From an optimization exercise on the open Yosys and OpenROAD flow, aimed at small area, a short achievable clock period and few clock cycles per item; shortcuts taken in it are not production practice.
In this exercise RTL edits were held to simulation tests only and were not proved equivalent to the original.
Power and IR drop assume default switching activity.

==> flow/design.v <==
`timescale 1ns/1ps
module mulDivHazardUnit (
	input logic clock,
	input logic rst,
	input logic ctrlMult,
	input logic ctrlDiv,
	input logic [31:0] operandA,
	input logic [31:0] operandB,
	input logic [4:0] rdIn,
	input logic [4:0] rs1,
	input logic [4:0] rs2,
	input logic [4:0] rd,
	output logic [31:0] result,
	output logic exception,
	output logic resultRdy,
	output logic stall
);
	function automatic logic [4:0] thermLen(logic [31:0] m);
		logic [32:0] t;
		t = {1'b0, m};
		for (int k = 0; k < 5; k++) begin
			thermLen[k] = 1'b0;
			for (int j = 1; (j << k) < 32; j += 2) begin
				thermLen[k] = thermLen[k] | (t[(j << k) - 1] & ~t[((j + 1) << k) - 1]);
			end
		end
	endfunction
	function automatic logic [2:0] booth(logic b1, logic b0, logic bm);
		booth[0] = b0 ^ bm;
		booth[1] = (b1 & ~b0 & ~bm) | (~b1 & b0 & bm);
		booth[2] = b1 & ~(b0 & bm);
	endfunction
	function automatic logic [38:0] addSk(logic [38:0] a, logic [38:0] b);
		logic [38:0] g;
		logic [38:0] p;
		logic [38:0] gg;
		logic [38:0] pp;
		g = a & b;
		p = a ^ b;
		gg = g;
		pp = p;
		for (int k = 1; k < 39; k <<= 1) begin
			for (int i = 0; i < 39; i++) begin
				if ((i & k) != 0) begin
					gg[i] = gg[i] | (pp[i] & gg[(i & ~(k - 1)) - 1]);
					pp[i] = pp[i] & pp[(i & ~(k - 1)) - 1];
				end
			end
		end
		addSk = p ^ {gg[37:0], 1'b0};
	endfunction
	logic busy;
	logic hazEn;
	logic [4:0] dest;
	logic phMul;
	logic phShift;
	logic phDiv;
	logic phFin;
	logic mulRes;
	logic zeroRes;
	logic [4:0] cnt;
	logic inv;
	logic divSb;
	logic negq;
	logic saR;
	logic ovf;
	logic sOvf;
	logic excReg;
	logic [37:0] R;
	logic [33:0] S;
	logic [31:0] Q;
	logic req;
	logic sa;
	logic sb;
	logic [31:0] magA;
	logic [31:0] magB;
	logic [31:0] maskA;
	logic [31:0] maskB;
	logic swap;
	logic dNeg;
	logic bZero;
	logic divTrivial;
	logic [4:0] lenA;
	logic [4:0] lenB;
	logic [6:0] dRaw;
	logic [4:0] lenAr;
	logic [4:0] lenBr;
	logic [4:0] dAmt;
	assign req = ctrlMult | ctrlDiv;
	assign sa = operandA[31];
	assign sb = operandB[31];
	assign magA = operandA ^ {32{sa}};
	assign magB = operandB ^ {32{sb}};
	always_comb begin
		maskA[31] = magA[31];
		maskB[31] = magB[31];
		for (int i = 30; i >= 0; i--) begin
			maskA[i] = maskA[i + 1] | magA[i];
			maskB[i] = maskB[i + 1] | magB[i];
		end
	end
	assign lenA = thermLen(maskA);
	assign lenB = thermLen(maskB);
	logic [7:0] nibA;
	logic [7:0] nibB;
	logic [7:0] nibMaskA;
	always_comb begin
		for (int k = 0; k < 8; k++) begin
			nibA[k] = |magA[4 * k +: 4];
			nibB[k] = |magB[4 * k +: 4];
		end
		nibMaskA[7] = nibA[7];
		for (int k = 6; k >= 0; k--) begin
			nibMaskA[k] = nibMaskA[k + 1] | nibA[k];
		end
	end
	assign swap = |(nibB & ~nibMaskA);
	assign dRaw = {2'b00, lenAr} + {6'b0, saR} - {2'b00, lenBr};
	assign dAmt = dRaw[5] ? 5'd31 : dRaw[4:0];
	assign dNeg = dRaw[6];
	assign bZero = operandB == 32'd0;
	assign divTrivial = bZero;
	logic rBadLoose;
	logic rBadStrict;
	logic selQ;
	logic selS1;
	logic selS2;
	logic selZ1;
	logic selZ2;
	logic fy;
	logic fz;
	logic cz;
	logic nz;
	logic [37:0] sExt;
	logic [37:0] x;
	logic [37:0] y;
	logic [37:0] z;
	logic [37:0] csaS;
	logic [37:0] csaC;
	logic [38:0] sumW;
	logic [37:0] sum;
	assign rBadLoose = ~((R[37:31] == 7'h00) | (R[37:31] == 7'h7f) |
		(R[37:0] == 38'h0080000000));
	assign rBadStrict = ~((R[37:31] == 7'h00) | (R[37:31] == 7'h7f));
	assign sExt = {{4{S[33]}}, S};
	assign x = selQ ? 38'd0 : R;
	assign y = (({6'd0, Q} & {38{selQ}}) | (sExt & {38{selS1}}) |
		({sExt[36:0], 1'b0} & {38{selS2}})) ^ {38{fy}};
	assign z = (({sExt[35:0], 2'b00} & {38{selZ1}}) |
		({sExt[34:0], 3'b000} & {38{selZ2}})) ^ {38{fz}};
	assign csaS = x ^ y ^ z;
	assign csaC = {(x[36:0] & y[36:0]) | (x[36:0] & z[36:0]) | (y[36:0] & z[36:0]), fy};
	assign sumW = addSk({csaS, cz}, {csaC, cz});
	assign nz = selS1 | selS2 | selZ1 | selZ2;
	logic [31:0] qAcc;
	logic lookAcc;
	logic [2:0] dA0;
	logic [2:0] dA1;
	logic [2:0] dM0;
	logic [2:0] dM1;
	logic fyDiv;
	logic [2:0] dAa0;
	logic [2:0] dAa1;
	logic [2:0] dAb0;
	logic [2:0] dAb1;
	assign qAcc = swap ? magA : magB;
	assign lookAcc = swap ? sa : sb;
	assign dAa0 = booth(magA[1], magA[0], sa) ^ {sa, 2'b00};
	assign dAa1 = booth(magA[3], magA[2], magA[1]) ^ {sa, 2'b00};
	assign dAb0 = booth(magB[1], magB[0], sb) ^ {sb, 2'b00};
	assign dAb1 = booth(magB[3], magB[2], magB[1]) ^ {sb, 2'b00};
	assign dA0 = swap ? dAa0 : dAb0;
	assign dA1 = swap ? dAa1 : dAb1;
	assign dM0 = booth(Q[5], Q[4], Q[3]);
	assign dM1 = booth(Q[7], Q[6], Q[5]);
	assign fyDiv = ~sum[37] ^ divSb;
	assign sum = sumW[38:1];
	logic [4:0] shAmt;
	logic [33:0] sShl;
	assign shAmt = phMul ? 5'd4 : dAmt;
	assign sShl = S << shAmt;
	logic mulLast;
	logic done;
	logic ovfNext;
	assign mulLast = Q[31:3] == 29'd0;
	assign done = (phMul & mulLast) | phFin;
	assign ovfNext = ovf | rBadLoose | (sOvf & nz);
	always_ff @(posedge clock) begin
		if (rst) begin
			busy <= 1'b0;
			hazEn <= 1'b0;
			resultRdy <= 1'b0;
			phMul <= 1'b0;
			phShift <= 1'b0;
			phDiv <= 1'b0;
			phFin <= 1'b0;
		end else begin
			resultRdy <= 1'b0;
			if (!busy) begin
				if (req) begin
					busy <= ctrlMult | ~divTrivial;
					hazEn <= (ctrlMult | ~divTrivial) & (rdIn != 5'd0);
					resultRdy <= ~ctrlMult & divTrivial;
					phMul <= ctrlMult;
					phShift <= ~ctrlMult & ~divTrivial;
				end
			end else begin
				if (done) begin
					busy <= 1'b0;
					hazEn <= 1'b0;
					resultRdy <= 1'b1;
					phMul <= 1'b0;
					phFin <= 1'b0;
				end
				if (phShift) begin
					phShift <= 1'b0;
					phDiv <= ~dNeg;
					busy <= ~dNeg;
					hazEn <= hazEn & ~dNeg;
					resultRdy <= dNeg;
				end
				if (phDiv && cnt == 5'd0) begin
					phDiv <= 1'b0;
					phFin <= 1'b1;
				end
			end
		end
	end
	always_ff @(posedge clock) begin
		if (!busy) begin
			dest <= rdIn;
			ovf <= 1'b0;
			sOvf <= 1'b0;
			inv <= swap ? sa : sb;
			saR <= sa;
			divSb <= sb;
			negq <= sa ^ sb;
			lenAr <= lenA;
			lenBr <= lenB;
			mulRes <= ctrlMult;
			zeroRes <= ~ctrlMult & divTrivial;
			excReg <= ~ctrlMult & bZero;
		end else begin
			if (phMul) begin
				ovf <= ovfNext;
				excReg <= ovfNext;
				sOvf <= sOvf | ~((S[33:29] == 5'h00) | (S[33:29] == 5'h1f));
			end
			if (phShift) begin
				cnt <= dAmt;
				zeroRes <= dNeg;
			end
			if (phDiv) begin
				cnt <= cnt - 5'd1;
			end
		end
	end
	always_ff @(posedge clock) begin
		if (!busy) begin
			selQ <= 1'b0;
			selS1 <= ctrlMult & dA0[0];
			selS2 <= ctrlMult & dA0[1];
			selZ1 <= ctrlMult & dA1[0];
			selZ2 <= ctrlMult & dA1[1];
			fy <= ctrlMult & dA0[2];
			fz <= ctrlMult & dA1[2];
			cz <= ctrlMult ? dA1[2] : sa;
		end else if (phMul) begin
			selQ <= 1'b0;
			selS1 <= dM0[0];
			selS2 <= dM0[1];
			selZ1 <= dM1[0];
			selZ2 <= dM1[1];
			fy <= dM0[2] ^ inv;
			fz <= dM1[2] ^ inv;
			cz <= dM1[2] ^ inv;
		end else begin
			selQ <= phDiv & (cnt == 5'd0);
			selS1 <= phShift | (phDiv & (cnt != 5'd0));
			selS2 <= 1'b0;
			selZ1 <= 1'b0;
			selZ2 <= 1'b0;
			fy <= phShift ? ~divSb : ((cnt == 5'd0) ? negq : fyDiv);
			fz <= 1'b0;
			cz <= 1'b0;
		end
	end
	always_ff @(posedge clock) begin
		if (!busy) begin
			S <= (~ctrlMult | swap) ? {{2{sb}}, operandB} : {{2{sa}}, operandA};
			Q <= ctrlMult ? (swap ? magA : magB) : 32'd0;
			R <= ctrlMult ? 38'd0 : {6'd0, magA};
		end else begin
			R <= sum;
			if (phMul) begin
				S <= sShl;
				Q <= {4'h0, Q[31:4]};
			end else begin
				S <= phShift ? sShl : {S[33], S[33:1]};
				Q <= {Q[30:0], phDiv & ~sum[37]};
			end
		end
	end
	assign result = R[31:0] & {32{~zeroRes}};
	assign exception = excReg | (mulRes & rBadStrict);
	assign stall = (busy & req) |
		(hazEn & ((rs1 == dest) | (rs2 == dest) | (rd == dest)));
endmodule
Settings: LEC_CHECK=0, ABC_AREA=1, CAP_MARGIN=20, CORE_MARGIN=2, CORE_UTILIZATION=40, PLACE_DENSITY=0.75, SETUP_SLACK_MARGIN=2.0, SLEW_MARGIN=20; clock period 6.0 ns.
run.sh (not shown) runs the stock make flow with config.mk's settings and CLKGATE_MAP_FILE= SYNTH_SCRIPT=/design/flow/synth_recipe.tcl, a recipe that flattens the netlist after the stock synthesis.
The first run completed without violations.
Testbench counts at the start, summed over its fixed seeds: cycles 3,349, ops 512.
Rerun with:
PLACE_DENSITY = default   (was 0.75)
SETUP_SLACK_MARGIN = 2.5   (was 2.0)
- core utilization goes up by 5.2 points
- wire length goes up by 11%
- global-route usage climbs by 2.4 points
- flip-flop and latch count is unchanged
- clock power is lower by about 8%
- clock skew is higher by 0.0047 ns
- worst setup slack improves by 0.32 ns

[separate check: timing with driven ports]
How much do the figures lean on ideal ports? The routed layouts below were timed once more, with nothing changed but the port constraints. Step 1 assumes that a clkbuf_16 drives the clock port and a buf_2 every other input. Step 2 moves the port delays by t, midway between the first and last clock arrival at a register: inputs arrive t later, outputs are due t later. That takes back most of the time a late clock gives input paths. Slacks: ideal ports / drivers / drivers and shift; pairs: ideal ports / drivers.
| run | shift t [ns] | setup slack, ns | clock arrival spread, ns | cell pins on the clock port's net |
|---|---|---|---|---|
| the first run | 0.491 | 2.039 / 2.039 / 1.654 | 0.011 / 0.011 | 1 |
| the second run | 0.507 | 2.358 / 2.358 / 2.016 | 0.019 / 0.018 | 1 |
After both steps setup and hold are still met in every run listed. For the first run, which loses most, drivers alone change the setup slack by 0.000 ns; drivers and shift together by -0.385 ns.
